Background: an optimization exercise with open tools, aiming at small area, a short achievable clock period and few clock cycles. Do not read the settings as production practice.
The RTL was checked by simulation tests, not by an equivalence proof against the original design.
No activity file was given, so power comes from the tool's default toggle rates.

$ cat design.v
module stack_cpu (
    input  logic        clk,
    input  logic        reset,
    output logic [23:0] flash_addr,
    output logic        flash_enable,
    input  logic [7:0]  flash_data,
    input  logic        flash_ready,
    output logic [7:0]  uart_data,
    output logic        uart_send,
    input  logic        uart_busy,
    output logic        halted
);
    localparam logic [3:0] l_hold = 4'b1010;
    localparam logic [3:0] l_sec  = 4'b1100;
    localparam logic [3:0] l_and  = 4'b1000;
    localparam logic [3:0] l_or   = 4'b1110;
    localparam logic [3:0] l_xor  = 4'b0110;
    localparam logic [3:0] l_xnor = 4'b1001;
    localparam logic [3:0] l_not  = 4'b0101;
    localparam logic [3:0] l_zero = 4'b0000;
    localparam logic [2:0] f_idle = 3'd0;    
    localparam logic [2:0] f_r1   = 3'd1;    
    localparam logic [2:0] f_r2   = 3'd2;    
    localparam logic [2:0] f_chk  = 3'd3;    
    localparam logic [2:0] f_hold = 3'd4;    
    logic [2:0]  fst;
    logic        hold_mode;
    logic        low_seen;
    logic        got;           
    logic        fail;
    logic [3:0]  c_lo;          
    logic [3:0]  c_hi;          
    logic        c_alo;         
    logic        c_ahi;         
    logic        c_sub;         
    logic        c_fsel;        
    logic        c_fz;          
    logic        c_flt;         
    logic        c_sgn;         
    logic        c_push;        
    logic        c_pop;         
    logic        c_swap;        
    logic        c_ssh;         
    logic        c_uart;        
    logic        c_taken;       
    logic        c_jump;        
    logic        c_tgt0;        
    logic        c_e2;          
    logic        c_e2imm;       
    logic        c_e3;          
    logic        pp;            
    logic        hp;            
    logic [7:0]  xb;            
    logic        armed;         
    logic        free_next;     
    logic [2:0]  imc;           
    logic        is_branch;     
    logic        taken;
    logic [7:0]  target_lo;     
    logic        imm_last;      
    logic        is_op;
    logic [31:0] top;
    logic [31:0] second;
    logic [31:0] lut;
    logic [31:0] carries;
    logic [31:0] next_top;
    logic        zero;
    logic        carry;         
    logic        cout_lo;
    logic        cout_hi;
    logic        lt_u;
    logic        lt_s;
    logic        flagq;
    assign is_op     = (imc == 3'd0);
    assign imm_last  = (imc == 3'd1);
    assign free_next = !c_e2 && !pp && !hp;
    assign got  = flash_ready && armed;
    assign fail = (fst == f_chk) && !(flash_ready && low_seen);
    logic        skip;
    logic        load_target;
    logic        inc_lo;
    logic [22:0] inc_hi;
    logic [23:0] addr_inc;
    assign skip        = is_branch && imm_last;
    assign load_target = skip && taken;
    assign inc_lo      = flash_addr[0] | skip;
    always_comb begin
        for (int i = 0; i < 23; i++) begin
            inc_hi[i] = flash_addr[i + 1] ^ (inc_lo && (&(flash_addr[23:1] | ~(23'h7fffff >> (23 - i)))));
        end
    end
    assign addr_inc = {inc_hi, flash_addr[0] ^ !skip};
    always_ff @(posedge clk) begin
        if (reset) flash_addr <= 24'd0;
        else if (got) flash_addr <= (load_target) ? {flash_data, xb, target_lo} : addr_inc;
    end
    logic [2:0]  fst_n;
    logic        fen_n;
    logic        hold_n;
    logic        low_n;
    logic        free_n;
    always_comb begin
        fst_n  = fst;
        fen_n  = flash_enable;
        hold_n = hold_mode;
        low_n  = low_seen;
        if (reset) begin
            fst_n  = f_idle;
            fen_n  = 1'b0;
            hold_n = 1'b0;
            low_n  = 1'b0;
        end else if (halted) begin
            fst_n = f_idle;
            fen_n = 1'b0;
        end else begin
            case (fst)
                f_idle: begin
                    fen_n  = 1'b1;
                    hold_n = 1'b0;
                    low_n  = 1'b0;
                    fst_n  = f_r1;
                end
                f_r1: fst_n = f_r2;
                f_r2: begin
                    low_n = !flash_ready;
                    if (hold_mode || !free_next) begin
                        fst_n = f_hold;
                    end else begin
                        fen_n = 1'b0;
                        fst_n = f_chk;
                    end
                end
                f_chk: begin
                    fen_n  = 1'b1;
                    hold_n = fail;
                    low_n  = 1'b0;
                    fst_n  = f_r1;
                end
                f_hold: begin
                    if (!flash_ready) low_n = 1'b1;
                    if (got) begin
                        fen_n = 1'b0;
                        fst_n = f_idle;
                    end
                end
                default: fst_n = f_idle;
            endcase
        end
        free_n = reset ||
                 !((c_e2 && !c_e2imm && (xb == 8'h0a || xb == 8'h0c)) ||
                   ((pp || hp) && (c_e2 || c_e3 || uart_send)));
    end
    always_ff @(posedge clk) begin
        fst          <= fst_n;
        flash_enable <= fen_n;
        hold_mode    <= hold_n;
        low_seen     <= low_n;
        armed        <= low_n && ((fst_n == f_chk) || ((fst_n == f_hold) && free_n));
    end
    always_ff @(posedge clk) begin
        if (reset) begin
            imc <= 3'd0;
        end else if (got) begin
            if (!is_op) begin
                imc <= imc - 3'd1;
            end else if (flash_data == 8'h01) begin
                imc       <= 3'd4;
                is_branch <= 1'b0;
            end else if (flash_data == 8'h0e || flash_data == 8'h0f) begin
                imc       <= 3'd3;
                is_branch <= 1'b1;
            end
        end
        if (got) xb <= flash_data;
    end
    always_ff @(posedge clk) begin
        c_lo    <= l_hold;
        c_hi    <= l_hold;
        c_alo   <= 1'b0;
        c_ahi   <= 1'b0;
        c_sub   <= 1'b0;
        c_fsel  <= 1'b0;
        c_fz    <= 1'b0;
        c_flt   <= 1'b0;
        c_sgn   <= 1'b0;
        c_push  <= 1'b0;
        c_pop   <= 1'b0;
        c_swap  <= 1'b0;
        c_ssh   <= 1'b0;
        c_uart  <= 1'b0;
        c_taken <= 1'b0;
        c_jump  <= 1'b0;
        c_tgt0  <= 1'b0;
        c_e2    <= 1'b0;
        c_e2imm <= 1'b0;
        c_e3    <= 1'b0;
        if (reset) begin
            pp     <= 1'b0;
            hp     <= 1'b0;
            halted <= 1'b0;
        end else if (armed) begin
            if (flash_ready) begin
                if (!is_op) begin
                    if (!is_branch) begin
                        c_ssh <= 1'b1;
                        if (imm_last) begin c_e2 <= 1'b1; c_e2imm <= 1'b1; end
                    end
                    if (is_branch && imc == 3'd3) c_tgt0 <= 1'b1;
                end else begin
                    case (flash_data)
                        8'h01, 8'h12: c_push <= 1'b1;                                    
                        8'h14: begin c_push <= 1'b1; c_lo <= l_sec; c_hi <= l_sec; end  
                        8'h02: begin c_lo <= l_xor; c_alo <= 1'b1; c_e2 <= 1'b1; end
                        8'h03, 8'h0a, 8'h0c: begin
                            c_lo  <= l_xnor;
                            c_alo <= 1'b1;
                            c_sub <= 1'b1;
                            c_e2  <= 1'b1;
                        end
                        8'h09: begin c_lo <= l_xor; c_hi <= l_xor; c_fz <= 1'b1; c_e2 <= 1'b1; end
                        8'h35: begin c_fz <= 1'b1; c_e2 <= 1'b1; end                     
                        8'h0e: begin c_taken <= 1'b1; c_e2 <= 1'b1; end                  
                        8'h0f: c_jump <= 1'b1;
                        8'h16: begin c_lo <= l_and; c_hi <= l_and; c_pop <= 1'b1; end
                        8'h17: begin c_lo <= l_or;  c_hi <= l_or;  c_pop <= 1'b1; end
                        8'h18: begin c_lo <= l_xor; c_hi <= l_xor; c_pop <= 1'b1; end
                        8'h19: begin c_lo <= l_not; c_hi <= l_not; end
                        8'h05: begin c_lo <= l_sec; c_hi <= l_sec; c_pop <= 1'b1; end    
                        8'h13: begin c_lo <= l_sec; c_hi <= l_sec; c_swap <= 1'b1; end   
                        8'h08: pp <= 1'b1;                                               
                        8'hff: hp <= 1'b1;                                               
                        default: ;
                    endcase
                end
            end
        end else if (c_e2) begin
            if (c_e2imm) begin
                c_lo   <= l_sec;
                c_hi   <= l_sec;
                c_swap <= 1'b1;
            end else begin
                case (xb)
                    8'h02: begin c_hi <= l_xor; c_ahi <= 1'b1; c_pop <= 1'b1; end
                    8'h03: begin c_hi <= l_xnor; c_ahi <= 1'b1; c_pop <= 1'b1; end
                    8'h0a, 8'h0c: begin
                        c_hi  <= l_xnor;
                        c_ahi <= 1'b1;
                        c_flt <= 1'b1;
                        c_sgn <= !xb[2];
                        c_pop <= 1'b1;
                        c_e3  <= 1'b1;
                    end
                    8'h09: begin c_lo <= l_zero; c_hi <= l_zero; c_fsel <= 1'b1; c_pop <= 1'b1; end
                    8'h35: begin c_lo <= l_zero; c_hi <= l_zero; c_fsel <= 1'b1; end
                    default: begin c_lo <= l_sec; c_hi <= l_sec; c_pop <= 1'b1; end   
                endcase
            end
        end else if (c_e3) begin
            c_lo   <= l_zero;
            c_hi   <= l_zero;
            c_fsel <= 1'b1;
        end else if (pp && !uart_send) begin
            c_lo   <= l_sec;
            c_hi   <= l_sec;
            c_pop  <= 1'b1;
            c_uart <= 1'b1;
            pp     <= 1'b0;
        end else if (hp && !uart_send) begin
            halted <= 1'b1;
            hp     <= 1'b0;
        end
    end
    always_comb begin
        for (int i = 0; i < 16; i++) lut[i] = c_lo[{second[i], top[i]}];
        for (int i = 16; i < 32; i++) lut[i] = c_hi[{second[i], top[i]}];
    end
    logic [15:0] g_lo;
    logic [15:0] g_hi;
    logic [16:0] c_lo_chain;
    logic [16:0] c_hi_chain;
    always_comb begin
        for (int i = 0; i < 16; i++) begin
            g_lo[i] = c_alo && second[i] && !lut[i];
            g_hi[i] = c_ahi && second[i + 16] && !lut[i + 16];
        end
    end
    prefix_carry u_carry_lo (.g(g_lo), .p(lut[15:0]),  .cin(c_sub),          .c(c_lo_chain));
    prefix_carry u_carry_hi (.g(g_hi), .p(lut[31:16]), .cin(c_ahi && carry), .c(c_hi_chain));
    assign carries = {c_hi_chain[15:0], c_lo_chain[15:0]};
    assign cout_lo = c_lo_chain[16];
    assign cout_hi = c_hi_chain[16];
    always_comb begin
        next_top = lut ^ carries;
        if (c_fsel) next_top = {31'd0, flagq};
    end
    assign zero = (lut == 32'd0);
    assign lt_u = !cout_hi;
    assign lt_s = lut[31] ? !carries[31] : second[31];
    always_ff @(posedge clk) begin
        top <= next_top;
        if (c_fz) flagq <= zero;
        if (c_flt) flagq <= c_sgn ? lt_s : lt_u;
        if (c_alo) carry <= cout_lo;
        if (c_taken) taken <= !zero;
        if (c_jump) taken <= 1'b1;
        if (c_tgt0) target_lo <= xb;
    end
    logic [31:0] mem [6];
    logic [2:0]  p;
    logic [2:0]  pm1;
    logic [31:0] spilled;
    assign pm1 = p - 3'd1;
    always_comb begin
        case (pm1)
            3'd0: spilled = mem[0];
            3'd1: spilled = mem[1];
            3'd2: spilled = mem[2];
            3'd3: spilled = mem[3];
            3'd4, 3'd6: spilled = mem[4];
            default: spilled = mem[5];
        endcase
    end
    always_ff @(posedge clk) begin
        if (reset) p <= 3'd6;
        else if (c_push) p <= p + 3'd1;
        else if (c_pop) p <= pm1;
    end
    always_ff @(posedge clk) begin
        for (int i = 0; i < 6; i++) begin
            if (c_push && p == 3'(i)) mem[i] <= second;
        end
    end
    always_ff @(posedge clk) begin
        if (c_push || c_swap) second <= top;
        else if (c_pop) second <= spilled;
        else if (c_ssh) second <= {xb, second[31:8]};
    end
    always_ff @(posedge clk) begin
        if (reset) begin
            uart_send <= 1'b0;
        end else if (c_uart) begin
            uart_send <= 1'b1;
        end else if (!uart_busy) begin
            uart_send <= 1'b0;    
        end
        if (c_uart) uart_data <= top[7:0];
    end
endmodule
module prefix_carry (
    input  logic [15:0] g,
    input  logic [15:0] p,
    input  logic        cin,
    output logic [16:0] c
);
    logic [15:0] gg [5];
    logic [15:0] pp [5];
    always_comb begin
        gg[0] = g;
        pp[0] = p;
        gg[0][0] = g[0] | (p[0] & cin);
        for (int l = 0; l < 4; l++) begin
            for (int i = 0; i < 16; i++) begin
                if ((i >> l) & 1) begin
                    gg[l + 1][i] = gg[l][i] | (pp[l][i] & gg[l][((i >> l) << l) - 1]);
                    pp[l + 1][i] = pp[l][i] & pp[l][((i >> l) << l) - 1];
                end else begin
                    gg[l + 1][i] = gg[l][i];
                    pp[l + 1][i] = pp[l][i];
                end
            end
        end
        c = {gg[4], cin};
    end
endmodule
$ cat constraint.sdc
create_clock -name core_clock -period 8.0 [get_ports {clk}]
set_input_delay 1.6000 -clock core_clock [delete_from_list [all_inputs] [get_ports {clk}]]
set_output_delay 1.6000 -clock core_clock [all_outputs]
set_load 0.01 [all_outputs]
$ cat flow/run.sh
#!/bin/bash
set -euo pipefail
bash standard.sh SETUP_SLACK_MARGIN=5.3 finish > standard_flow.log 2>&1
$ cat config.mk
export PLATFORM = sky130hd
export DESIGN_NAME = stack_cpu
export DESIGN_NICKNAME = stack_cpu
export VERILOG_FILES = /design/flow/design.v
export SDC_FILE = /design/flow/constraint.sdc
export NUM_CORES = 4
export LEC_CHECK = 0
export CAP_MARGIN = 20
export CORE_MARGIN = 2
export CORE_UTILIZATION = 40
export CTS_CLUSTER_DIAMETER = 150
export CTS_CLUSTER_SIZE = 25
export SLEW_MARGIN = 20
$ cat standard.sh
#!/bin/bash
# synth_recipe.tcl (not shown) runs the flow's synth.tcl, then flattens the netlist and writes it again
# the make line also repeats each setting of config.mk as NAME=value (left out here)
make -C /OpenROAD-flow-scripts/flow DESIGN_CONFIG=/design/flow/config.mk WORK_HOME=/design/flow/orfs CLKGATE_MAP_FILE= SYNTH_SCRIPT=/design/flow/synth_recipe.tcl "${@:-finish}"
==> results of run 1 <==
## cells by family after synthesis
kind of cell | share of synthesized area (%)
DFF | 58.6
buffers and inverters | 3.05
AOI/OAI and AO/OA | 15.7
xor gates and xnor gates | 1.51
and+or+nand+nor | 13.6
adders and majority gates | 1.00
muxes | 6.55
## metrics by stage
| step | util [%] | std cells | setup slack [ns] |
|---|---|---|---|
| floorplan | - | 1387 | 4.97 |
| global placement | 42.8 | 1876 | 3.98 |
| detailed placement | 42.8 | 1876 | 3.91 |
| CTS | 44.9 | 1937 | 5.06 |
| global route | 45.9 | 1960 | 5.20 |
| finish | 45.9 | 1960 | 5.25 |
## where the power goes
group          leakage [nW]  switching, mW  internal [mW]
Clock                 0.228          0.569          0.410
Combinational          2.61         0.0882         0.0900
Sequential             3.08         0.0392           1.94
## Yosys cell counts, types with 4 or more instances
cell	n
sky130_fd_sc_hd__nand4_1	4
sky130_fd_sc_hd__a222oi_1	24
sky130_fd_sc_hd__o32ai_1	4
sky130_fd_sc_hd__nand3b_1	4
sky130_fd_sc_hd__a211oi_1	17
sky130_fd_sc_hd__a22oi_1	50
sky130_fd_sc_hd__and3_1	12
sky130_fd_sc_hd__o211ai_1	24
sky130_fd_sc_hd__inv_1	22
sky130_fd_sc_hd__nor2b_1	16
sky130_fd_sc_hd__mux4_2	31
sky130_fd_sc_hd__nand3_1	45
sky130_fd_sc_hd__o21ai_1	9
sky130_fd_sc_hd__a221oi_1	9
sky130_fd_sc_hd__ha_1	13
sky130_fd_sc_hd__or4_1	4
sky130_fd_sc_hd__nand2_1	97
sky130_fd_sc_hd__o31ai_1	4
sky130_fd_sc_hd__edfxtp_1	251
sky130_fd_sc_hd__nor2_1	133
sky130_fd_sc_hd__clkbuf_1	69
sky130_fd_sc_hd__a31oi_1	33
sky130_fd_sc_hd__a21oi_1	76
sky130_fd_sc_hd__or3_1	6
sky130_fd_sc_hd__xnor2_1	16
sky130_fd_sc_hd__nor4_1	16
sky130_fd_sc_hd__o21ai_0	68
sky130_fd_sc_hd__dfxtp_1	99
sky130_fd_sc_hd__mux2i_1	22
sky130_fd_sc_hd__xor2_1	12
sky130_fd_sc_hd__nand2b_1	43
sky130_fd_sc_hd__o22ai_1	6
sky130_fd_sc_hd__nor3b_1	6
sky130_fd_sc_hd__and2_1	15
sky130_fd_sc_hd__nor3_1	16
sky130_fd_sc_hd__buf_2	21
sky130_fd_sc_hd__mux2_2	11
## layer usage
| metal | vias up | share of wire, % |
|---|---|---|
| li1 | 5388 | - |
| met1 | 5926 | 43 |
| met2 | 357 | 50 |
| met3 | 49 | 5.1 |
| met4 | 0 | 2.0 |
| met5 | - | 0 |
## final cells by class
cell class | count | area, um2 | share of cell area (%)
flip-flops and latches | 350 | 9590 | 52.3
multi-input cells | 921 | 6560 | 35.8
clock inverters | 1 | 8.76 | 0.0478
well taps | 525 | 657 | 3.58
clock buffers | 29 | 470 | 2.57
inverters | 22 | 82.6 | 0.450
repair buffers | 112 | 965 | 5.26
## worst register-to-register path: cells and delay by family (launching register included)
family,cells,cell delay (ns)
simple gates,8,1.56
compound gates,2,0.21
buf+inv,1,0.08
fa+ha+maj,2,0.35
flops,1,0.36
## path summary, 6_finish.rpt
path / depth (start not counted) / from / end / slack, ns
hold / removal: 1 / c_jump$_SDFF_PP0_ / taken$_SDFFE_PP1P_ / 0.42
setup / recovery: 9 / flash_data[7] / c_lo[3]$_SDFF_PP1_ / 5.25
hold reg to reg: 1 / c_jump$_SDFF_PP0_ / taken$_SDFFE_PP1P_ / 0.42
setup reg to reg: 13 / imc[1]$_SDFFE_PP0P_ / flash_addr[23]$_SDFFE_PP0P_ / 5.36
## state kept, by name, summed over array words and instances, names as in the netlist, 8 cells and up
name / count
mem: 192
second: 32
top: 32
flash_addr: 24
target_lo: 8
uart_data: 8
xb: 8
## timing repair
item / CTS / global route
buffers inserted: 29 / 19
gates resized for setup: 254 / 69
gates cloned: 2 / 4
endpoints found under the setup margin: 137 / 70
pin swaps: 12 / 11
==> run notes, run 1 <==
The biggest area contributor in the post-synthesis netlist is sky130_fd_sc_hd__edfxtp_1. The number of placement rows is 73. By instance count, the cell type seen most on the critical path is sky130_fd_sc_hd__a21oi_2. The sum of routed wire length over all layers came out at 44.2 mm. STA puts the critical path data arrival time at 3.16 ns.

The worst-skew pair later-pin latency came out at 0.54 ns. The signal on the critical path passes through buf_8 -> or4b_4 -> nor2_4 -> nand2_2 -> a21oi_2 -> a21oi_2 -> and3_4 -> nor4_4 -> nor2_1. The library cell used most frequently in the layout, excluding fill and tap cells, is sky130_fd_sc_hd__edfxtp_1. In the layout the commonest cells are sky130_fd_sc_hd__edfxtp_1, sky130_fd_sc_hd__nor2_1, sky130_fd_sc_hd__nand2_1.

For this run, the total global-route usage over all layers was measured as 20.1%. The die outline area came out at 42300 um2. The HPWL after detailed placement came out at 25.1 mm. In the synthesized netlist, the number of instances is 1387. The slew of the pin with the lowest slew margin came out at 1.04 ns. The most used routing layer is met2. The number of buffers on the longest clock path is 3. The portion of the post-synthesis area used by sequential elements is 58.6%.

CTS built an H-tree with a depth of 1. TritonCTS built the clock tree. The number of vias per cell after detailed routing is 5.98. The tightest min-delay check is of the reg2reg type. In this run the cell area measured after placement is 17100 um2. The die span in x is 206 um. The first-pass GRT wire length is 65.5 mm. The mapped cell area came out at 16300 um2. The final non-filler cell area came out at 18300 um2. The peak per-stage delay on the critical path is 0.55 ns. After filler insertion, the fill cell instance count of the layout stands at 3636.

The relative area change from synthesis to final layout came out at 12.8%. The maximum VDD drop came out at 156 uV. The final-report hold violation count was 0.

The final estimated routing congestion in global placement came out at 0.853. Global routing used 27.5% of the available met1 tracks. The number of hold buffers added after CTS is 0.

The number of antenna repair diodes is 0. The total buffers and inverters traversed by the critical path is 1. The maximum clock frequency is 364 MHz.

The detailed-route DRC error count came out at 0. The detail-routed net length per standard cell is 22.5 um. The tree is rooted in a sky130_fd_sc_hd__clkbuf_16. The cell type of the slowest stage on the worst timing path is sky130_fd_sc_hd__or4b_4. The total clock sinks is 350. The number of synthesized register bits came out at 350. The height of the chip came out at 206 um. The aggregate global routing overflow came out at 0. The via count of the first global-routing pass is 11200. The effective utilization at floorplan is 40.7%. For this design the ratio of total power to cell area is 171 nW/um2. STA classifies the critical path endpoint as a flop. The clock-pin transition on the worst setup and hold timing paths is 0.09 ns. Setup repair after global routing could not meet its margin everywhere. The average cell area after synthesis came out at 11.7 um2. The worst setup path is launched from an input pin. The clock skew came out at 0.0355 ns. Of the post-synthesis cell area, the dominant cell type holds 46.4%. Max-cap violations in this run came to 0. The flow ran to the end and the layout has no timing, DRC or antenna violations.

The required time of the critical path is 8.41 ns. The critical path in this run is classified as in2reg. Sorting the synthesized cells by area gives the leading types as sky130_fd_sc_hd__edfxtp_1, sky130_fd_sc_hd__dfxtp_1, sky130_fd_sc_hd__mux4_2, sky130_fd_sc_hd__nor2_1, sky130_fd_sc_hd__a21oi_1. The tightest hold path in the finished design has a slack of 0.417 ns.

The final count of negative-setup-slack endpoints came out at 0. The initial antenna violation count is 0. The largest net degree at the start of global routing came out at 57. The number of top-level pins is 47.

During placement, the flow inserted port buffers numbering 46. The number of CTS-inserted buffers is 17. Measured against its own limit, the worst slew margin works out to 30.8%. The first detailed-routing pass took 6 iterations. The share of flip-flops with an asynchronous set or reset is 0%. The dominant synthesized flop cell is sky130_fd_sc_hd__edfxtp_1. The synthesized design contains 251 enable-type register cells.

The period utilization came out at 34.4%. The family with the most delay on the worst path is simple AND/OR/NAND/NOR gates. The number of design-rule violations left by the first detailed-router iteration came out at 1174. The total nets after synthesis is 1412.

The total power draw came out at 3.13 mW. For this run, the post-layout net count is 1449. The number of nets with antenna violations after detailed routing is 0. Summed over all cells, the static leakage comes to 5.92 nW.

The number of slew-limit violations in the final report is 0. The fraction of layout instances using a drive strength above 1 is 20.3%. The met3 demand-to-capacity share in global routing is 1.74%. For met2 alone, demand over resource in global routing was 34.6%. The detailed router placed 11700 vias in this run. The number of distinct library cells after synthesis came out at 82.

The largest fanout on the critical path is 8. During synthesis, Yosys emitted a total of 5 warnings. The total area inside the core boundary comes to 39900 um2. The shortest period the worst path allows came out at 2.75 ns. The final sum of negative setup slack is 0 ns.
Testbench counts, summed over its fixed seeds: cycles 321,388.
==> run 2, diff against run 1 <==
==> run.sh (new file) <==
#!/bin/bash
# synth_recipe.tcl (not shown) runs the flow's synth.tcl, then flattens the netlist and writes it again
# the make line also repeats each setting of config.mk as NAME=value (left out here)
make -C /OpenROAD-flow-scripts/flow DESIGN_CONFIG=/design/flow/config.mk WORK_HOME=/design/flow/orfs CLKGATE_MAP_FILE= SYNTH_SCRIPT=/design/flow/synth_recipe.tcl finish
--- a/config.mk
+++ b/config.mk
@@ -10,4 +10,5 @@
 export CORE_UTILIZATION = 40
 export CTS_CLUSTER_DIAMETER = 150
 export CTS_CLUSTER_SIZE = 25
+export SETUP_SLACK_MARGIN = 5
 export SLEW_MARGIN = 20
removed: flow/run.sh
removed: standard.sh
==> run 2 against run 1 <==
Net effect:
- final area fell by 3.4%
- core utilization fell by 1.6 points
- count of clock-buffer cells in the layout did not move
- global-route usage fell by 0.55 points
- sequential cell count did not move
==> run notes, run 2 <==
The largest registers in the layout are mem x192, second x32, top x32. TritonCTS built the clock tree. The maximum clock frequency is 339 MHz (-6.8%). The number of nets with antenna violations after detailed routing came to 0 (unchanged). The maximum VDD drop is 115 uV (-26%). The most critical setup path has its startpoint at flash_data[5].

The number of distinct library cells after synthesis came out at 82 (unchanged). The initial antenna violation count is 0 (unchanged). The commonest cells after synthesis are sky130_fd_sc_hd__edfxtp_1, sky130_fd_sc_hd__nor2_1, sky130_fd_sc_hd__dfxtp_1. sky130_fd_sc_hd__edfxtp_1 takes more of the synthesized area than any other cell. The fraction of layout instances using a drive strength above 1 came out at 11.5% (-8.8 points). The relative area change from synthesis to final layout came out at 8.92%. The required time of the critical path was 8.39 ns (-0.02 ns). The placeable core area came out at 39900 um2 (unchanged). The count of buffers inserted at the top-level ports was 46 (unchanged). The length in cells of the worst reg-to-reg path is 12 (-1). The final count of negative-setup-slack endpoints was 0 (unchanged). The average cell area after synthesis came out at 11.7 um2 (unchanged). The H-tree depth came out at 1 (unchanged).

The number of synthesized register bits came to 350 (unchanged). The slew of the pin with the lowest slew margin came to 1.10 ns (+0.0589 ns). Ranked by total cell area, the synthesized netlist is headed by sky130_fd_sc_hd__edfxtp_1, sky130_fd_sc_hd__dfxtp_1, sky130_fd_sc_hd__mux4_2, sky130_fd_sc_hd__nor2_1, sky130_fd_sc_hd__a21oi_1. The first-pass GRT wire length is 64.0 mm (-2.3%). The design internal power came out at 2.44 mW (about the same). In this run the critical register-to-register path is launched from imc[0]$_SDFFE_PP0P_. The number of CTS-inserted buffers is 17 (unchanged). The clock skew came out at 0.0291 ns (-0.00637 ns). The via count of the first global-routing pass is 10900 (-2.9%). The HPWL after detailed placement is 24.4 mm (-2.7%). Leaving out fill and tap cells, the most frequent cells in the layout are sky130_fd_sc_hd__edfxtp_1, sky130_fd_sc_hd__nor2_1, sky130_fd_sc_hd__nand2_1. The largest fanout on the critical path is 9 (+1). The effective utilization at floorplan is 40.7% (unchanged).

The number of synthesis warnings is 5 (unchanged). The number of slew-limit violations in the final report is 0 (unchanged). The share of the synthesized area in the top cell type came out at 46.4% (unchanged). The number of vias per cell after detailed routing is 5.92 (-0.95%). The final layout net count came out at 1403 (-3.2%).

The most common library cell in the layout ignoring fill and taps is sky130_fd_sc_hd__edfxtp_1. The startpoint kind of the worst setup timing path is an input pin. The number of design-rule violations left by the first detailed-router iteration came to 1139 (-3.0%). The shortest period the worst path allows came out at 2.95 ns (+0.200 ns). The number of buffers on the longest clock path is 3 (unchanged). In the post-synthesis netlist, the cell with the most instances is sky130_fd_sc_hd__edfxtp_1. The run finished with no timing, DRC or antenna violations. The aggregate global routing overflow came out at 0 (unchanged). The number of enable flip-flop cells after synthesis is 251 (unchanged). The worst reg2reg path endpoint is flash_addr[23]$_SDFFE_PP0P_. The worst hold path terminates at taken$_SDFFE_PP1P_. The worst setup slack for register-to-register paths is 5.18 ns (-0.18 ns). The part of the total power dissipated in sequential elements came out at 63.3% (+0.2 points). The total nets after synthesis came out at 1412 (unchanged). The clock-pin transition on the worst setup and hold timing paths is 0.09 ns (about the same). The largest net degree at the start of global routing is 59 (+3.5%). The mapped cell area is 16300 um2 (unchanged). The number of maximum-capacitance violations came out at 0 (unchanged). The final estimated routing congestion in global placement came to 0.839 (-1.7%). The total power draw is 3.12 mW (-0.32%). The final non-filler cell area is 17700 um2 (-3.4%). The detailed-route DRC error count is 0 (unchanged).

The arrival time reported for the critical path endpoint was 3.34 ns (+0.18 ns). The ratio of total power to cell area came to 177 nW/um2 (+3.2%). The total clock sinks is 350 (unchanged). The first-pass iteration count of the detailed router came out at 7 (+1).

mem holds more flip-flops than any other register. The die outline area came to 42300 um2 (unchanged). The number of top-level pins is 47 (unchanged). The gate count of the mapped netlist is 1387 (unchanged). The worst-case setup margin in the final layout came to 5.05 ns (-0.200 ns).

The combinational power share is 5.5% (-0.2 points). The setup slack after placement is 3.97 ns (+0.0593 ns). STA classifies the critical path endpoint as a flop. The period utilization is 36.9% (+2.5 points).

The portion of the post-synthesis area used by sequential elements is 58.6% (unchanged). The clock group share of total power came out at 31.1% (about the same). The sum of routed wire length over all layers is 41.8 mm (-5.3%). The final sum of negative setup slack is 0 ns (unchanged). The detail-routed net length per standard cell came out at 21.8 um (-3.1%). The global-route total usage across every layer came out at 19.5% (-0.55 points). Setup repair after global routing could not meet its margin everywhere.

The remaining max-slew budget at the tightest pin came out at 26.8% (-3.9 points). The worst setup path is of the in2reg kind. The reported net switching power is 0.689 mW (-1.1%). The utilization of the core after routing is 44.3% (-1.6 points). The number of antenna repair diodes is 0 (unchanged). In this run the worst hold path is classified as reg2reg.

The number of placement rows is 73 (unchanged). The cell sitting at the root of the clock tree is a sky130_fd_sc_hd__clkbuf_16. The share of flip-flops with an asynchronous set or reset is 0% (unchanged). The final-report hold violation count came out at 0 (unchanged). The height of the chip is 206 um (unchanged). The total number of vias is 11300 (-3.3%). The instance area at placement is 17100 um2 (about the same). The die span in x is 206 um (unchanged). The launch instance of the worst min-delay path is c_jump$_SDFF_PP0_. The dominant synthesized flop cell is sky130_fd_sc_hd__edfxtp_1. The switching share of total power is 22.0% (-0.17 points). The number of flip-flops in the largest register is 192 (unchanged).

The leakage power total is 5.64 nW (-4.7%). The worst-skew pair later-pin latency came out at 0.53 ns (about the same). The number of cells on the worst hold path came out at 1 (unchanged).
==> run 2: kinds of logic (layout without fill, tap and decap cells) <==
group	count (synthesis)	in the layout	share of synthesized area [%]
AO/OA/AOI/OAI	369	369	15.7
multiplexers	66	66	6.55
buffers and inverters	118	119	3.05
AND/OR/NAND/NOR	443	444	13.6
adder cells (fa/ha/maj)	13	13	1.00
XOR/XNOR	28	28	1.51
flip-flops	350	350	58.6
==> run 2: area by class of cell <==
| type | instances | area [um2] |
|---|---|---|
| Clock buffer | 29 | 470 |
| Clock inverter | 1 | 8.76 |
| Fill cell | 3682 | 22200 |
| Inverter | 22 | 82.6 |
| Multi-Input combinational cell | 920 | 6340 |
| Sequential cell | 350 | 9560 |
| Tap cell | 525 | 657 |
| Timing Repair Buffer | 67 | 587 |
==> run 2: timing repair <==
item	4_1_cts	5_1_grt
endpoints found under the setup margin	122	55
buffers inserted	2	3
pin swaps	3	3
gates cloned	1	2
resized for setup	87	28
hold buffers	0	0
endpoints found under the hold margin	0	0
==> run 2: critical path, stage by stage <==
cell and delay [ns]:
sky130_fd_sc_hd__clkdlybuf4s15_2 0.27, sky130_fd_sc_hd__or4b_4 0.56, sky130_fd_sc_hd__nor2_2 0.12, sky130_fd_sc_hd__nand2_1 0.10
sky130_fd_sc_hd__a21oi_2 0.17, sky130_fd_sc_hd__a21oi_1 0.08, sky130_fd_sc_hd__and3_1 0.17, sky130_fd_sc_hd__nor4_2 0.21
sky130_fd_sc_hd__nor2_1 0.06
==> run 2: metal layers <==
| layer | track usage [%] | vias to the layer above | share of wire (%) |
|---|---|---|---|
| li1 | - | 5285 | - |
| met1 | 27.4 | 5693 | 44 |
| met2 | 33.1 | 326 | 49 |
| met3 | 1.87 | 32 | 5.4 |
| met4 | 3.88 | 0 | 1.0 |
| met5 | 0 | - | 0 |
==> run 2: worst max path at each step <==
stage | end | slack (ns) | cells after the start
detailed placement | c_e2$_SDFF_PP0_ | 3.97 | 5
finish | c_lo[3]$_SDFF_PP1_ | 5.05 | 9
CTS | c_lo[3]$_SDFF_PP1_ | 5.00 | 9
floorplan | c_lo[3]$_SDFF_PP1_ | 4.95 | 8
global placement | c_hi[3]$_SDFF_PP1_ | 3.98 | 8
global route | flash_addr[23]$_SDFFE_PP0P_ | 4.89 | 12
==> run 2: power groups by stage <==
stage	Combinational [mW]	Sequential, mW	Clock (mW)
after floorplan	0.134	2.01	0
after global placement	0.170	2.02	0
after detailed placement	0.171	2.02	0
after CTS	0.173	1.98	0.996
after global routing	0.188	1.98	1.04
final	0.173	1.98	0.973
==> run 2: per-stage QoR <==
stage,hold WS [ns],cells
floorplan,0.385,1387
CTS,0.416,1909
detailed placement,0.401,1876
global placement,0.394,1876
global route,0.444,1914
finish,0.413,1914
==> run 3, diff against run 2 <==
==> flow/run.sh (new file) <==
#!/bin/bash
set -euo pipefail
bash standard.sh SETUP_SLACK_MARGIN=5.3 "BUFFER_PORTS_ARGS=-buffer_cell sky130_fd_sc_hd__buf_2" finish > standard_flow.log 2>&1
==> standard.sh (new file) <==
#!/bin/bash
# synth_recipe.tcl (not shown) runs the flow's synth.tcl, then flattens the netlist and writes it again
# the make line also repeats each setting of config.mk as NAME=value (left out here)
make -C /OpenROAD-flow-scripts/flow DESIGN_CONFIG=/design/flow/config.mk WORK_HOME=/design/flow/orfs CLKGATE_MAP_FILE= SYNTH_SCRIPT=/design/flow/synth_recipe.tcl "${@:-finish}"
--- a/config.mk
+++ b/config.mk
@@ -10,5 +10,4 @@
 export CORE_UTILIZATION = 40
 export CTS_CLUSTER_DIAMETER = 150
 export CTS_CLUSTER_SIZE = 25
-export SETUP_SLACK_MARGIN = 5
 export SLEW_MARGIN = 20
removed: run.sh
==> run 3 against run 2 <==
Net effect:
- still clean
- worst setup slack gained 0.22 ns
- wire length is 2.4% higher
- combinational power rose by 3%
- sequential share of layout area decreased by 0.83 points
- critical path depth did not move
- sequential power barely moved
- register-to-register slack gained 0.20 ns
- sequential cell count unchanged
- final area rose by 1.8%
- fmax rose by 8.0%
- die area stayed put
- area after synthesis did not move
==> run notes, run 3 <==
The number of CTS-inserted buffers came out at 17 (unchanged). By area the synthesized netlist is led by sky130_fd_sc_hd__edfxtp_1, sky130_fd_sc_hd__dfxtp_1, sky130_fd_sc_hd__mux4_2, sky130_fd_sc_hd__nor2_1, sky130_fd_sc_hd__a21oi_1. The tree is rooted in a sky130_fd_sc_hd__clkbuf_16. The total number of vias came to 11500 (+1.1%).

In this run the worst hold path is classified as reg2reg. By startpoint and endpoint, the worst setup path is classified as in2reg. The largest net degree at the start of global routing is 69 (+17%). The mapped cell area is 16300 um2 (unchanged). The fraction of the mapped netlist area in simple logic gates is 13.6% (unchanged). The arrival time reported for the critical path endpoint came out at 3.15 ns (-0.19 ns). For this run, the leading register cell type out of synthesis is sky130_fd_sc_hd__edfxtp_1. The area share of xor/xnor cells in the synthesized design is 1.51% (unchanged). The TritonCTS clock tree is built. The period utilization came out at 34.1% (-2.7 points). The share of flip-flops with an asynchronous set or reset is 0% (unchanged).

The share of the synthesized area in the top cell type came out at 46.4% (unchanged). The number of slew-limit violations in the final report is 0 (unchanged). The number of synthesized register bits is 350 (unchanged). The run finished with no timing, DRC or antenna violations. The commonest cells after synthesis are sky130_fd_sc_hd__edfxtp_1, sky130_fd_sc_hd__nor2_1, sky130_fd_sc_hd__dfxtp_1. By instance count, the cell type seen most on the critical path is sky130_fd_sc_hd__a21oi_2. The shortest period the worst path allows is 2.73 ns (-0.219 ns). The H-tree depth came out at 1 (unchanged). The fraction of synthesized area in multiplexers is 6.55% (unchanged). The length in cells of the worst reg-to-reg path was 9 (-3).

The type of element capturing the critical path is a flop. The gate count of the mapped netlist is 1387 (unchanged). The largest registers in the layout are mem x192, second x32, top x32. The fraction of layout instances using a drive strength above 1 is 18.0% (+6.5 points). The number of vias per cell after detailed routing is 5.91 (-0.18%). The maximum clock frequency was 366 MHz (+8.0%). The die span in x came out at 206 um (unchanged). The initial antenna violation count is 0 (unchanged). The total power draw is 3.13 mW (+0.32%). The clock-pin transition on the worst setup and hold timing paths came out at 0.10 ns (about the same). The sum of routed wire length over all layers came out at 42.8 mm (+2.4%). The number of synthesis warnings is 5 (unchanged). The complex-gate fraction of the synthesized area came to 15.7% (unchanged). The die outline area came out at 42300 um2 (unchanged). The first-pass iteration count of the detailed router was 7 (unchanged). The final estimated routing congestion in global placement came to 0.826 (-1.6%). The total buffers and inverters traversed by the critical path came out at 1 (unchanged). The number of distinct library cells after synthesis came out at 82 (unchanged).

The number of cells on the worst hold path is 1 (unchanged). The utilization of the core after routing is 45.1% (+0.78 points). The number of hold buffers added after CTS is 0 (unchanged). The clock skew is 0.0261 ns (-0.00305 ns). The leakage power total came out at 5.76 nW (+2.1%). The height of the chip was 206 um (unchanged). The average cell area after synthesis came to 11.7 um2 (unchanged). The final sum of negative setup slack came out at 0 ns (unchanged). The ratio of total power to cell area was 174 nW/um2 (-1.4%). The final count of negative-setup-slack endpoints is 0 (unchanged).

The setup slack after placement is 4.54 ns (+0.570 ns). The number of enable flip-flop cells after synthesis is 251 (unchanged). The signal on the critical path passes through buf_12 -> or4b_4 -> nor2_4 -> nand2_2 -> a21oi_2 -> a21oi_2 -> and3_4 -> nor4_2 -> nor2_1. The final-report hold violation count was 0 (unchanged). The critical path depth in cells is 9 (unchanged).

Compared with the post-synthesis result, the final layout area differs by 10.8%. The main combinational cell family by area after synthesis is compound AO/OA/AOI/OAI gates. The detailed-route DRC error count came out at 0 (unchanged). The via count of the first global-routing pass is 11000 (+0.91%). The global-route total usage across every layer came out at 19.7% (+0.20 points). The maximum VDD drop is 126 uV (+9.5%). The placeable core area came to 39900 um2 (unchanged).

The cell type of the slowest stage on the worst timing path is sky130_fd_sc_hd__or4b_4. Among all cell types in the netlist, the one instantiated most often is sky130_fd_sc_hd__edfxtp_1. The required time of the critical path is 8.42 ns (+0.03 ns).

The number of flip-flops in the largest register came out at 192 (unchanged). Summed over all instances, the cell type with the most area after synthesis is sky130_fd_sc_hd__edfxtp_1. The total clock sinks is 350 (unchanged). The worst-case setup margin in the final layout is 5.27 ns (+0.219 ns). The final layout net count came out at 1428 (+1.8%). The most common library cell in the layout ignoring fill and taps is sky130_fd_sc_hd__edfxtp_1.

The peak per-stage delay on the critical path came out at 0.58 ns (+0.02 ns). The number of buffers on the longest clock path came to 3 (unchanged). In the layout the commonest cells are sky130_fd_sc_hd__edfxtp_1, sky130_fd_sc_hd__nor2_1, sky130_fd_sc_hd__nand2_1. The first-pass GRT wire length came to 64.9 mm (+1.5%). The detail-routed net length per standard cell came out at 22.1 um (+1.1%). The slew of the pin with the lowest slew margin came to 1.04 ns (-0.0549 ns). The number of antenna repair diodes was 0 (unchanged). The worst-skew pair later-pin latency was 0.54 ns (about the same). The number of placement rows is 73 (unchanged). The kind of cell with the highest combined delay along the critical path is simple AND/OR/NAND/NOR gates. The startpoint kind of the worst setup timing path is an input pin.

The fill cell instance count of the final layout came out at 3643 (-1.1%). The total nets after synthesis is 1412 (unchanged). The number of design-rule violations left by the first detailed-router iteration came out at 1093 (-4.0%). Counting flops per register, the top entry is mem. The fraction of the mapped netlist area in adder cells was 1.00% (unchanged). The count of buffers inserted at the top-level ports came out at 46 (unchanged). The number of nets with antenna violations after detailed routing was 0 (unchanged). The HPWL after detailed placement was 24.8 mm (+1.7%). The number of top-level pins came out at 47 (unchanged).

The remaining max-slew budget at the tightest pin is 30.5% (+3.7 points). The portion of the post-synthesis area used by sequential elements is 58.6% (unchanged). The effective utilization at floorplan came out at 40.7% (unchanged).

The aggregate global routing overflow came to 0 (unchanged). Setup repair after global routing could not meet its margin everywhere. The number of maximum-capacitance violations is 0 (unchanged). The largest fanout on the critical path is 6 (-3).
[run 3: cell counts after synthesis]
No cell type changed its count.
[run 3: timing repair]
action | CTS | global route
setup buffers | 8 | 19
endpoints found under the setup margin | 71 | 62
pin swaps | 8 | 18
gates cloned | 2 | 3
hold endpoints to repair | 0 | 0
resized for setup | 58 | 58
[run 3: area by class of cell]
class / count / area, um2 / area share, %
Clock buffer: 28 / 467 / 2.59
Inverter: 22 / 82.6 / 0.458
Tap cell: 525 / 657 / 3.65
Timing Repair Buffer: 92 / 764 / 4.24
Multi-Input combinational cell: 920 / 6460 / 35.9
Clock inverter: 1 / 8.76 / 0.0486
Sequential cell: 350 / 9570 / 53.2
[run 3: power breakdown]
part           switching, mW  total, mW  internal (mW)
registers             0.0413       1.98           1.94
clock network          0.568      0.976          0.408
logic                 0.0867      0.178         0.0914
total                  0.696       3.13           2.44
[run 3: worst register-to-register path: cells and delay by family, from the launching register on]
kind	cells	cell delay [ns]
DFF	1	0.38
buffers and inverters	3	0.44
xor gates and xnor gates	1	0.19
adders and majority gates	1	0.25
and+or+nand+nor	2	0.74
AOI/OAI and AO/OA	2	0.34
[run 3: metrics by stage]
stage / cells / area [um2] / hold WS [ns]
after floorplan: 1387 / 16300 / 0.385
after global placement: 1877 / 16900 / 0.391
after detailed placement: 1877 / 16900 / 0.414
after CTS: 1916 / 17600 / 0.427
after global routing: 1938 / 18000 / 0.438
final: 1938 / 18000 / 0.421
[run 3: cells by family (layout without fill, tap and decap cells)]
group           Yosys count  count (layout)
compound gates          369             369
xor+xnor                 28              28
fa+ha+maj                13              13
buf+inv                 118             143
flops                   350             350
mux                      66              66
simple gates            443             444
[run 3: path summary, 6_finish.rpt]
kind                startpoint  slack, ns                   end
max              flash_data[7]       5.27    c_lo[3]$_SDFF_PP1_
min          c_jump$_SDFF_PP0_       0.42    taken$_SDFFE_PP1P_
min reg2reg  c_jump$_SDFF_PP0_       0.42    taken$_SDFFE_PP1P_
max reg2reg  p[0]$_SDFFE_PP0P_       5.38  second[25]$_DFFE_PP_
[run 3: metal layers]
| layer | vias up | share of wire, % | track usage [%] |
|---|---|---|---|
| li1 | 5314 | - | - |
| met1 | 5719 | 44 | 28.0 |
| met2 | 375 | 48 | 33.1 |
| met3 | 49 | 6.5 | 2.09 |
| met4 | 0 | 1.5 | 3.37 |
| met5 | - | 0 | 0 |
==> run 4, diff against run 3 <==
--- a/design.v
+++ b/design.v
@@ -306,34 +306,30 @@
         if (c_tgt0) target_lo <= xb;
     end
     logic [31:0] mem [6];
-    logic [2:0]  p;
-    logic [2:0]  pm1;
-    logic [31:0] spilled;
-    assign pm1 = p - 3'd1;
-    always_comb begin
-        case (pm1)
-            3'd0: spilled = mem[0];
-            3'd1: spilled = mem[1];
-            3'd2: spilled = mem[2];
-            3'd3: spilled = mem[3];
-            3'd4, 3'd6: spilled = mem[4];
-            default: spilled = mem[5];
-        endcase
-    end
+    logic [7:0]  ptr;
+    logic [5:0]  rsel;
+    logic        tsel;
+    logic        hsel;
+    logic [31:0] second_d;
     always_ff @(posedge clk) begin
-        if (reset) p <= 3'd6;
-        else if (c_push) p <= p + 3'd1;
-        else if (c_pop) p <= pm1;
+        if (reset) ptr <= 8'b0100_0000;    
+        else if (c_push) ptr <= {ptr[6:0], ptr[7]};
+        else if (c_pop) ptr <= {ptr[0], ptr[7:1]};
     end
     always_ff @(posedge clk) begin
         for (int i = 0; i < 6; i++) begin
-            if (c_push && p == 3'(i)) mem[i] <= second;
+            if (c_push && ptr[i]) mem[i] <= second;
         end
     end
+    assign tsel = c_push || c_swap;
+    assign hsel = !(c_push || c_swap || c_pop || c_ssh);
+    always_comb begin
+        for (int i = 0; i < 6; i++) rsel[i] = c_pop && ptr[i + 1];
+        second_d = ({32{tsel}} & top) | ({32{c_ssh}} & {xb, second[31:8]}) | ({32{hsel}} & second);
+        for (int i = 0; i < 6; i++) second_d = second_d | ({32{rsel[i]}} & mem[i]);
+    end
     always_ff @(posedge clk) begin
-        if (c_push || c_swap) second <= top;
-        else if (c_pop) second <= spilled;
-        else if (c_ssh) second <= {xb, second[31:8]};
+        second <= second_d;
     end
     always_ff @(posedge clk) begin
         if (reset) begin
==> flow/run.sh (replaced) <==
#!/bin/bash
set -euo pipefail
bash standard.sh SETUP_SLACK_MARGIN=5.15 "BUFFER_PORTS_ARGS=-buffer_cell sky130_fd_sc_hd__buf_2" finish > standard_flow.log 2>&1
==> run 4 against run 3 <==
Net effect:
- highest routed layer unchanged
- largest cell class unchanged
- wire length fell by 5.8%
- combinational power down 75%
- fmax fell by 4.9%
- global-route usage shrank 0.43 points
- via count decreased by 2.8%
- core utilization decreased by 1.6 points
- still clean on timing, DRC and antenna
==> run notes, run 4 <==
The flow ran to the end and the layout has no timing, DRC or antenna violations. The die outline area is 41400 um2 (-2.0%). The clock skew is 0.0316 ns (+0.00558 ns).

The relative area change from synthesis to final layout came out at 7.96%. The largest registers in the layout are mem x192, second x32, top x32. The beginning of the worst register-to-register path is imc[1]$_SDFFE_PP0P_. The ratio of total power to cell area came to 174 nW/um2 (+0.18%). The worst setup slack for register-to-register paths is 5.29 ns (-0.09 ns).

The final layout net count is 1358 (-4.9%). The leakage power total was 5.73 nW (-0.54%). The final-report hold violation count was 0 (unchanged). Setup repair after global routing could not meet its margin everywhere. The final estimated routing congestion in global placement came out at 0.861 (+4.2%). The most common cell in the synthesized netlist is sky130_fd_sc_hd__edfxtp_1. Counting flops per register, the top entry is mem. The startpoint kind of the worst setup timing path is an input pin. TritonCTS built the clock tree. The maximum VDD drop came out at 199 uV (+58%). The first-pass GRT wire length is 62.7 mm (-3.5%).

In the synthesized netlist, the cells that appear most often are sky130_fd_sc_hd__edfxtp_1, sky130_fd_sc_hd__dfxtp_1, sky130_fd_sc_hd__nand2_1. The setup path with the least slack is of type in2reg. The placeable core area came to 39500 um2 (-1.1%). The clock-pin transition on the worst setup and hold timing paths came to 0.10 ns (about the same). The number of design-rule violations left by the first detailed-router iteration is 971 (-11%).

The aggregate global routing overflow was 0 (unchanged). The gate count of the mapped netlist came out at 1351 (-2.6%). The maximum clock frequency came out at 348 MHz (-4.9%). The share of flip-flops with an asynchronous set or reset was 0% (unchanged). Leaving out fill and tap cells, the most frequent cell in the layout is sky130_fd_sc_hd__edfxtp_1. The total number of vias came to 11100 (-2.8%).

The final count of negative-setup-slack endpoints is 0 (unchanged). The arrival time reported for the critical path endpoint came out at 3.27 ns (+0.12 ns). The remaining max-slew budget at the tightest pin is 27.5% (-3.0 points). The H-tree depth is 1 (unchanged). The initial antenna violation count is 1 (+1). The number of maximum-capacitance violations is 0 (unchanged). The global-route total usage across every layer is 19.3% (-0.43 points).

The number of instances in the placed design was 1842 (-1.9%). The required time of the critical path was 8.40 ns (-0.02 ns). The number of slew-limit violations in the final report came to 0 (unchanged).

The switching share of total power came out at 20.7% (-1.5 points). The number of buffers on the longest clock path came out at 3 (unchanged). The first-pass iteration count of the detailed router is 5 (-2). The number of cells on the worst hold path is 1 (unchanged). The sum of routed wire length over all layers is 40.3 mm (-5.8%).

The count of buffers inserted at the top-level ports came out at 46 (unchanged). The part of the total power dissipated in sequential elements came out at 64.3% (+1.1 points). The startpoint identified for the worst hold timing path is c_jump$_SDFF_PP0_. The die span in x is 203 um (-1.0%). The share of the synthesized area in the top cell type came out at 41.3% (-5.1 points).

The number of flip-flops in the largest register is 192 (unchanged). The instance area at placement is 16500 um2 (-2.0%). The number of enable flip-flop cells after synthesis is 219 (-13%). The shortest period the worst path allows is 2.87 ns (+0.140 ns). The number of top-level pins is 47 (unchanged).

By area the synthesized netlist is led by sky130_fd_sc_hd__edfxtp_1, sky130_fd_sc_hd__dfxtp_1, sky130_fd_sc_hd__mux4_2, sky130_fd_sc_hd__a22o_1, sky130_fd_sc_hd__a221oi_1. The number of distinct library cells after synthesis came out at 81 (-1.2%). The most used flip-flop cell after synthesis is sky130_fd_sc_hd__edfxtp_1. The path class of the tightest hold or removal check is reg2reg. The fill cell instance count of the final layout came out at 3668 (+0.69%). The total power draw is 3.00 mW (-4.4%). The HPWL after detailed placement was 23.3 mm (-6.2%). The total nets after synthesis is 1369 (-3.0%). The type of element capturing the critical path is a flop. The largest net degree at the start of global routing is 56 (-19%). The number of antenna repair diodes came out at 0 (unchanged).

The mapped cell area came out at 15900 um2 (-2.1%). The final sum of negative setup slack came out at 0 ns (unchanged). The average cell area after synthesis came out at 11.8 um2 (+0.55%). In this run the critical register-to-register path is captured at flash_addr[22]$_SDFFE_PP0P_. Leaving out fill and tap cells, the most frequent cells in the layout are sky130_fd_sc_hd__edfxtp_1, sky130_fd_sc_hd__dfxtp_1, sky130_fd_sc_hd__nand2_1. The number of CTS-inserted buffers came out at 18 (+1). The number of synthesized register bits is 355 (+1.4%). The number of placement rows is 73 (unchanged).

The final non-filler cell area is 17200 um2 (-4.6%). The design internal power came to 2.38 mW (-2.6%). The fraction of layout instances using a drive strength above 1 is 13.8% (-4.3 points). The number of vias per cell after detailed routing is 5.93 (+0.31%).

The detail-routed net length per standard cell came out at 21.5 um (-2.7%). The slew of the pin with the lowest slew margin is 1.09 ns (+0.0448 ns). The height of the chip is 203 um (-1.0%). The period utilization is 35.9% (+1.7 points).

The number of standard cells in the final layout excluding fillers was 1877 (-3.1%). The effective utilization at floorplan is 40.3% (-0.38 points). In this run the worst setup path begins at flash_data[7]. The worst-skew pair later-pin latency came out at 0.53 ns (about the same). The worst slack on hold paths was 0.414 ns (-0.00691 ns). In this run the clock root is driven by a sky130_fd_sc_hd__clkbuf_16. The reported net switching power is 0.620 mW (-11%). The number of nets with antenna violations after detailed routing came out at 0 (unchanged). The number of hold buffers added after CTS came out at 0 (unchanged). The largest fanout on the critical path came to 9 (+3). The via count of the first global-routing pass is 10700 (-2.0%).

The length in cells of the worst reg-to-reg path came out at 13 (+4). The biggest area contributor in the post-synthesis netlist is sky130_fd_sc_hd__edfxtp_1. The combinational power share is 1.5% (-4.2 points).

The portion of the post-synthesis area used by sequential elements came out at 58.4% (-0.15 points). The total clock sinks was 355 (+1.4%). The detailed-route DRC error count is 0 (unchanged).

The worst hold path terminates at taken$_SDFFE_PP1P_. The number of synthesis warnings is 5 (unchanged). The clock group share of total power came out at 34.2% (+3.1 points).
## run 4: kinds of logic (layout without fill, tap and decap cells)
group | count (synthesis) | count (layout) | share of synthesized area, %
adder cells (fa/ha/maj) | 6 | 6 | 0.472
buffers and inverters | 112 | 113 | 2.92
AND/OR/NAND/NOR | 421 | 421 | 13.1
flip-flops | 355 | 355 | 58.4
XOR/XNOR | 31 | 31 | 1.71
multiplexers | 67 | 67 | 6.76
AO/OA/AOI/OAI | 359 | 359 | 16.6
## run 4: layout make-up
cell class | instances | area, um2 | share of cell area (%)
clock buffers | 30 | 495 | 2.88
clock inverters | 2 | 36.3 | 0.211
inverters | 18 | 67.6 | 0.393
multi-input cells | 884 | 6240 | 36.3
flip-flops and latches | 355 | 9320 | 54.2
well taps | 525 | 657 | 3.82
repair buffers | 63 | 367 | 2.13
## run 4: worst max-delay path by stage
| stage | slack, ns | end |
|---|---|---|
| after global placement | 4.36 | flash_addr[8]$_SDFFE_PP0P_ |
| after CTS | 5.16 | top[30]$_SDFF_PP0_ |
| final | 5.13 | c_lo[1]$_SDFF_PP1_ |
| after floorplan | 4.91 | c_hi[3]$_SDFF_PP1_ |
| after detailed placement | 4.32 | flash_addr[14]$_SDFFE_PP0P_ |
| after global routing | 5.09 | flash_addr[22]$_SDFFE_PP0P_ |
## run 4: critical path: stages
cell	delay, ns
sky130_fd_sc_hd__buf_2	0.15
sky130_fd_sc_hd__nor2_1	0.21
sky130_fd_sc_hd__nand3b_1	0.32
sky130_fd_sc_hd__nor3_1	0.45
sky130_fd_sc_hd__a221oi_1	0.21
sky130_fd_sc_hd__o21ai_1	0.12
sky130_fd_sc_hd__nand2_1	0.07
sky130_fd_sc_hd__o311ai_0	0.13
## run 4: stage by stage
step                setup slack [ns]  util [%]
floorplan                       4.91         -
global placement                4.36      41.9
detailed placement              4.32      41.9
CTS                             5.16      43.4
global route                    5.09      43.5
finish                          5.13      43.5
## run 4: layer usage
metal / routed length (um) / up-vias / GRT usage, % / share of wire [%]
met5: 0 / - / 0 / 0
met4: 843 / 0 / 4.85 / 2.1
met3: 1950 / 58 / 2.09 / 4.8
met2: 19400 / 298 / 32.5 / 48
met1: 18100 / 5613 / 26.6 / 45
li1: - / 5162 / - / -
## run 4: power groups by stage
stage	sequential (mW)	combinational (mW)	clock [mW]
after floorplan	1.97	0.0307	0
after global placement	1.97	0.0417	0
after detailed placement	1.97	0.0423	0
after CTS	1.93	0.0425	1.05
after global routing	1.93	0.0484	1.11
final	1.93	0.0437	1.02
## run 4: what timing repair did
item / CTS / global route
endpoints found under the setup margin: 42 / 32
endpoints found under the hold margin: 0 / 0
buffers inserted: 0 / 3
resized for setup: 11 / 19
pin swaps: 1 / 4
Testbench counts of run 4, summed over its fixed seeds: cycles 321,388.
==> run 5, diff against run 4 <==
==> flow/run.sh (replaced) <==
#!/bin/bash
set -euo pipefail
bash standard.sh SETUP_SLACK_MARGIN=5.4 "BUFFER_PORTS_ARGS=-buffer_cell sky130_fd_sc_hd__buf_2" finish > standard_flow.log 2>&1
==> run 5 against run 4 <==
Net effect:
- count of clock-buffer cells in the layout rose by 1
- critical path depth down 7
- worst setup slack improved by 0.22 ns
- clock skew shrank 0.0040 ns
- clock power hardly changed
- critical path type is now reg2out
==> run notes, run 5 <==
The worst reg2reg path endpoint is flash_addr[22]$_SDFFE_PP0P_. The final count of negative-setup-slack endpoints is 0 (unchanged). The final layout net count is 1405 (+3.5%). The worst-skew pair later-pin latency came out at 0.54 ns (about the same).

The number of nets with antenna violations after detailed routing was 0 (unchanged). The die span in x is 203 um (unchanged). The fill cell instance count of the final layout is 3656 (-0.33%).

The via count of the first global-routing pass was 11000 (+2.8%). The average cell area after synthesis is 11.8 um2 (unchanged). The maximum VDD drop came to 139 uV (-30%).

After synthesis, the largest family of logic cells by area is compound AO/OA/AOI/OAI gates. The area share of xor/xnor cells in the synthesized design is 1.71% (unchanged). The number of slew-limit violations in the final report came out at 0 (unchanged).

The final non-filler cell area came out at 17900 um2 (+4.1%). The fraction of synthesized area in multiplexers is 6.76% (unchanged). The number of top-level pins came to 47 (unchanged).

The number of buffers on the longest clock path was 3 (unchanged). The largest registers in the layout are mem x192, second x32, top x32. The number of hold buffers added after CTS came out at 0 (unchanged). Walking the worst path, the cells encountered are buf_2. The relative area change from synthesis to final layout came out at 12.4%. The arrival time reported for the critical path endpoint is 1.05 ns (-2.22 ns). The number of enable flip-flop cells after synthesis came out at 219 (unchanged). Ranked by total cell area, the synthesized netlist is headed by sky130_fd_sc_hd__edfxtp_1, sky130_fd_sc_hd__dfxtp_1, sky130_fd_sc_hd__mux4_2, sky130_fd_sc_hd__a22o_1, sky130_fd_sc_hd__a221oi_1. The final sum of negative setup slack came to 0 ns (unchanged).

The number of vias per cell after detailed routing is 5.94 (+0.14%). The count of buffers inserted at the top-level ports came out at 46 (unchanged). The share of flip-flops with an asynchronous set or reset came to 0% (unchanged).

The fraction of layout instances using a drive strength above 1 was 19.7% (+6.0 points). The largest fanout on the critical path is 1 (-8). The mapped cell area is 15900 um2 (unchanged). The period utilization is 33.1% (-2.8 points). STA classifies the critical path startpoint as a flop. The most critical setup path has its startpoint at uart_data[2]$_DFFE_PP_. The area of all sequential standard cells is 9380 um2 (+0.70%). The total buffers and inverters traversed by the critical path came to 1 (unchanged). The number of CTS-inserted buffers came out at 18 (unchanged). The combined area of the multi-input logic cells came out at 6350 um2 (+1.7%).

The height of the chip is 203 um (unchanged). The most critical setup path has its endpoint at uart_data[2]. The fraction of the mapped netlist area in adder cells came out at 0.472% (unchanged). The flow ran to the end and the layout has no timing, DRC or antenna violations.

The TritonCTS clock tree is built. The total nets after synthesis is 1369 (unchanged). The register with the most flip-flops in the final layout is mem. In this run the critical register-to-register path is launched from imc[1]$_SDFFE_PP0P_. The shortest period the worst path allows came out at 2.65 ns (-0.224 ns). The number of design-rule violations left by the first detailed-router iteration came out at 1119 (+15%). The worst-case setup margin in the final layout is 5.35 ns (+0.224 ns). The clock skew is 0.0277 ns (-0.00397 ns). The aggregate global routing overflow is 0 (unchanged). The most used standard cell by instance count after synthesis is sky130_fd_sc_hd__edfxtp_1. The worst setup slack for register-to-register paths is 5.49 ns (+0.20 ns). In the synthesized netlist the dominant register cell turns out to be sky130_fd_sc_hd__edfxtp_1.

The portion of the post-synthesis area used by sequential elements came out at 58.4% (unchanged). The leakage power total is 6.03 nW (+5.2%). The largest area contributor in the netlist is sky130_fd_sc_hd__edfxtp_1. The final estimated routing congestion in global placement is 0.846 (-1.7%). The worst setup path is captured at an output port. In this run the worst hold path is classified as reg2reg.

The first-pass iteration count of the detailed router was 7 (+2). The total number of vias came out at 11400 (+2.7%). The gate count of the mapped netlist is 1351 (unchanged). The slew of the pin with the lowest slew margin came to 1.11 ns (+0.0246 ns). The share of the synthesized area in the top cell type was 41.3% (unchanged). The placeable core area is 39500 um2 (unchanged). The family with the most delay on the worst path is flip-flops. The number of synthesis warnings is 5 (unchanged). The die outline area came out at 41400 um2 (unchanged). The most common library cell in the layout ignoring fill and taps is sky130_fd_sc_hd__edfxtp_1.

The initial antenna violation count is 0 (-1). The fraction of the mapped netlist area in simple logic gates is 13.1% (unchanged). The maximum clock frequency came out at 378 MHz (+8.5%). The global-route total usage across every layer is 20.0% (+0.67 points).

The first-pass GRT wire length is 64.9 mm (+3.5%). The root buffer cell chosen for the clock tree is sky130_fd_sc_hd__clkbuf_16. The complex-gate fraction of the synthesized area is 16.6% (unchanged). The H-tree depth is 1 (unchanged). The critical path depth in cells is 1 (-7).

The remaining max-slew budget at the tightest pin came to 25.9% (-1.6 points). The peak per-stage delay on the critical path came out at 0.37 ns (-0.08 ns). The number of antenna repair diodes was 0 (unchanged).

The instance area at placement came out at 16600 um2 (+0.24%). The largest net degree at the start of global routing is 56 (unchanged). The detail-routed net length per standard cell came out at 21.9 um (+1.9%). The ratio of total power to cell area came out at 169 nW/um2 (-3.2%). The number of flip-flops in the largest register is 192 (unchanged). The required time of the critical path came out at 6.40 ns (-2.00 ns). Setup repair after global routing could not meet its margin everywhere.

Among all stages on the critical path, the largest delay is contributed by sky130_fd_sc_hd__edfxtp_1. The number of synthesized register bits is 355 (unchanged). After synthesis, the most frequently instantiated cells are sky130_fd_sc_hd__edfxtp_1, sky130_fd_sc_hd__dfxtp_1, sky130_fd_sc_hd__nand2_1. The number of distinct library cells after synthesis was 81 (unchanged). The number of placement rows came out at 73 (unchanged). The top cell types in the final layout, fill and taps aside, are sky130_fd_sc_hd__edfxtp_1, sky130_fd_sc_hd__nand2_1, sky130_fd_sc_hd__nor2_1.

The clock-pin transition on the worst setup and hold timing paths is 0.10 ns (about the same). The number of maximum-capacitance violations is 0 (unchanged). The utilization of the core after routing came out at 45.3% (+1.8 points). The final-report hold violation count came to 0 (unchanged). The length in cells of the worst reg-to-reg path came out at 13 (unchanged). The effective utilization at floorplan came out at 40.3% (unchanged). The setup slack after placement was 4.54 ns (+0.225 ns). The HPWL after detailed placement was 23.8 mm (+2.2%). The total clock sinks was 355 (unchanged). The detailed-route DRC error count came out at 0 (unchanged).

The worst setup path is of the reg2out kind. The sum of routed wire length over all layers is 42.1 mm (+4.4%).
run 5: cell types whose count changed in the layout (fill, tap and decap cells not counted), moves of 2 or more:
cell | before | now
sky130_fd_sc_hd__a21oi_1 | 65 | 61
sky130_fd_sc_hd__a21oi_2 | 1 | 5
sky130_fd_sc_hd__buf_2 | 44 | 15
sky130_fd_sc_hd__buf_4 | 17 | 62
sky130_fd_sc_hd__buf_6 | 1 | 29
sky130_fd_sc_hd__dfxtp_1 | 123 | 97
sky130_fd_sc_hd__dfxtp_2 | 13 | 26
sky130_fd_sc_hd__dfxtp_4 | 0 | 13
sky130_fd_sc_hd__nor2_1 | 110 | 108
sky130_fd_sc_hd__nor2_4 | 0 | 2
sky130_fd_sc_hd__nor4_1 | 16 | 14
sky130_fd_sc_hd__nor4_2 | 0 | 2
sky130_fd_sc_hd__o21ai_0 | 56 | 53
sky130_fd_sc_hd__o21ai_1 | 5 | 7
run 5: kinds of logic after synthesis:
logic type / Yosys count
compound gates: 359
fa+ha+maj: 6
mux: 67
simple gates: 421
xor+xnor: 31
flops: 355
buf+inv: 112
run 5: per-stage QoR:
step / power [mW] / hold slack, ns / cells
5_1_grt: 3.10 / 0.447 / 1924
2_1_floorplan: 2.00 / 0.390 / 1351
3_3_place_gp: 2.01 / 0.393 / 1844
3_5_place_dp: 2.01 / 0.407 / 1844
4_1_cts: 3.03 / 0.431 / 1906
6_report: 3.02 / 0.426 / 1924
run 5: layout make-up:
type | count | area share (%)
clock buffer | 31 | 2.91
clock inverter | 1 | 0.112
inverter | 18 | 0.406
multi-input combinational | 885 | 35.5
sequential | 355 | 52.4
tap | 525 | 3.67
timing repair buffer | 108 | 4.93
timing repair inverter | 1 | 0.0280
run 5: what timing repair did:
item                       CTS  global route
buffers inserted            29            17
pin swaps                    4            14
gates cloned                 1             1
resized for setup           78            45
setup endpoints to repair   92            76
run 5: worst min-delay path by stage:
stage | startpoint | endpoint | cells after the start
finish | c_jump$_SDFF_PP0_ | taken$_SDFFE_PP1P_ | 1
global route | c_jump$_SDFF_PP0_ | taken$_SDFFE_PP1P_ | 1
detailed placement | c_jump$_SDFF_PP0_ | taken$_SDFFE_PP1P_ | 1
CTS | c_jump$_SDFF_PP0_ | taken$_SDFFE_PP1P_ | 1
global placement | c_jump$_SDFF_PP0_ | taken$_SDFFE_PP1P_ | 1
floorplan | c_jump$_SDFF_PP0_ | taken$_SDFFE_PP1P_ | 1
run 5: power by group:
part / internal (mW) / switching, mW
Combinational: 0.0184 / 0.0330
Clock: 0.456 / 0.587
Sequential: 1.92 / 0.00558
run 5: per-layer routing:
layer  vias to the layer above  share of wire [%]  track usage, %
met1                      5799                 45            27.7
met3                        46                4.4            1.71
li1                       5250                  -               -
met4                         0                1.5            4.90
met2                       331                 49            34.0
met5                         -                  0               0

-- static timing again, ports no longer ideal --
Ports are ideal in the flow. The routed layouts listed here were re-timed in OpenROAD.
Step 1, drivers: a clkbuf_16 drives clk and a buf_2 each remaining input, both assumed.
Step 2 moves the port delays by t, midway between the first and last clock arrival at a register: inputs arrive t later, outputs are due t later. That takes back most of the time a late clock gives input paths.
a / b / c = no drivers / after step 1 / after step 2; a / b = the first two.
run	shift t [ns]	setup slack, ns	worst setup path at the end	cell pins on the clock port's net
run 1	0.578	5.251 / 5.256 / 4.678	input to register	1
run 2	0.567	5.051 / 5.079 / 4.512	input to register	1
run 3	0.582	5.270 / 5.242 / 4.695	input to register	1
run 4	0.570	5.130 / 5.161 / 4.591	input to register	1
run 5	0.575	5.354 / 5.302 / 4.863	input to register	1
After both steps setup and hold are still met in every run listed. The setup slack of run 3, which loses most, moves by -0.028 ns with the drivers and by -0.575 ns with both steps.
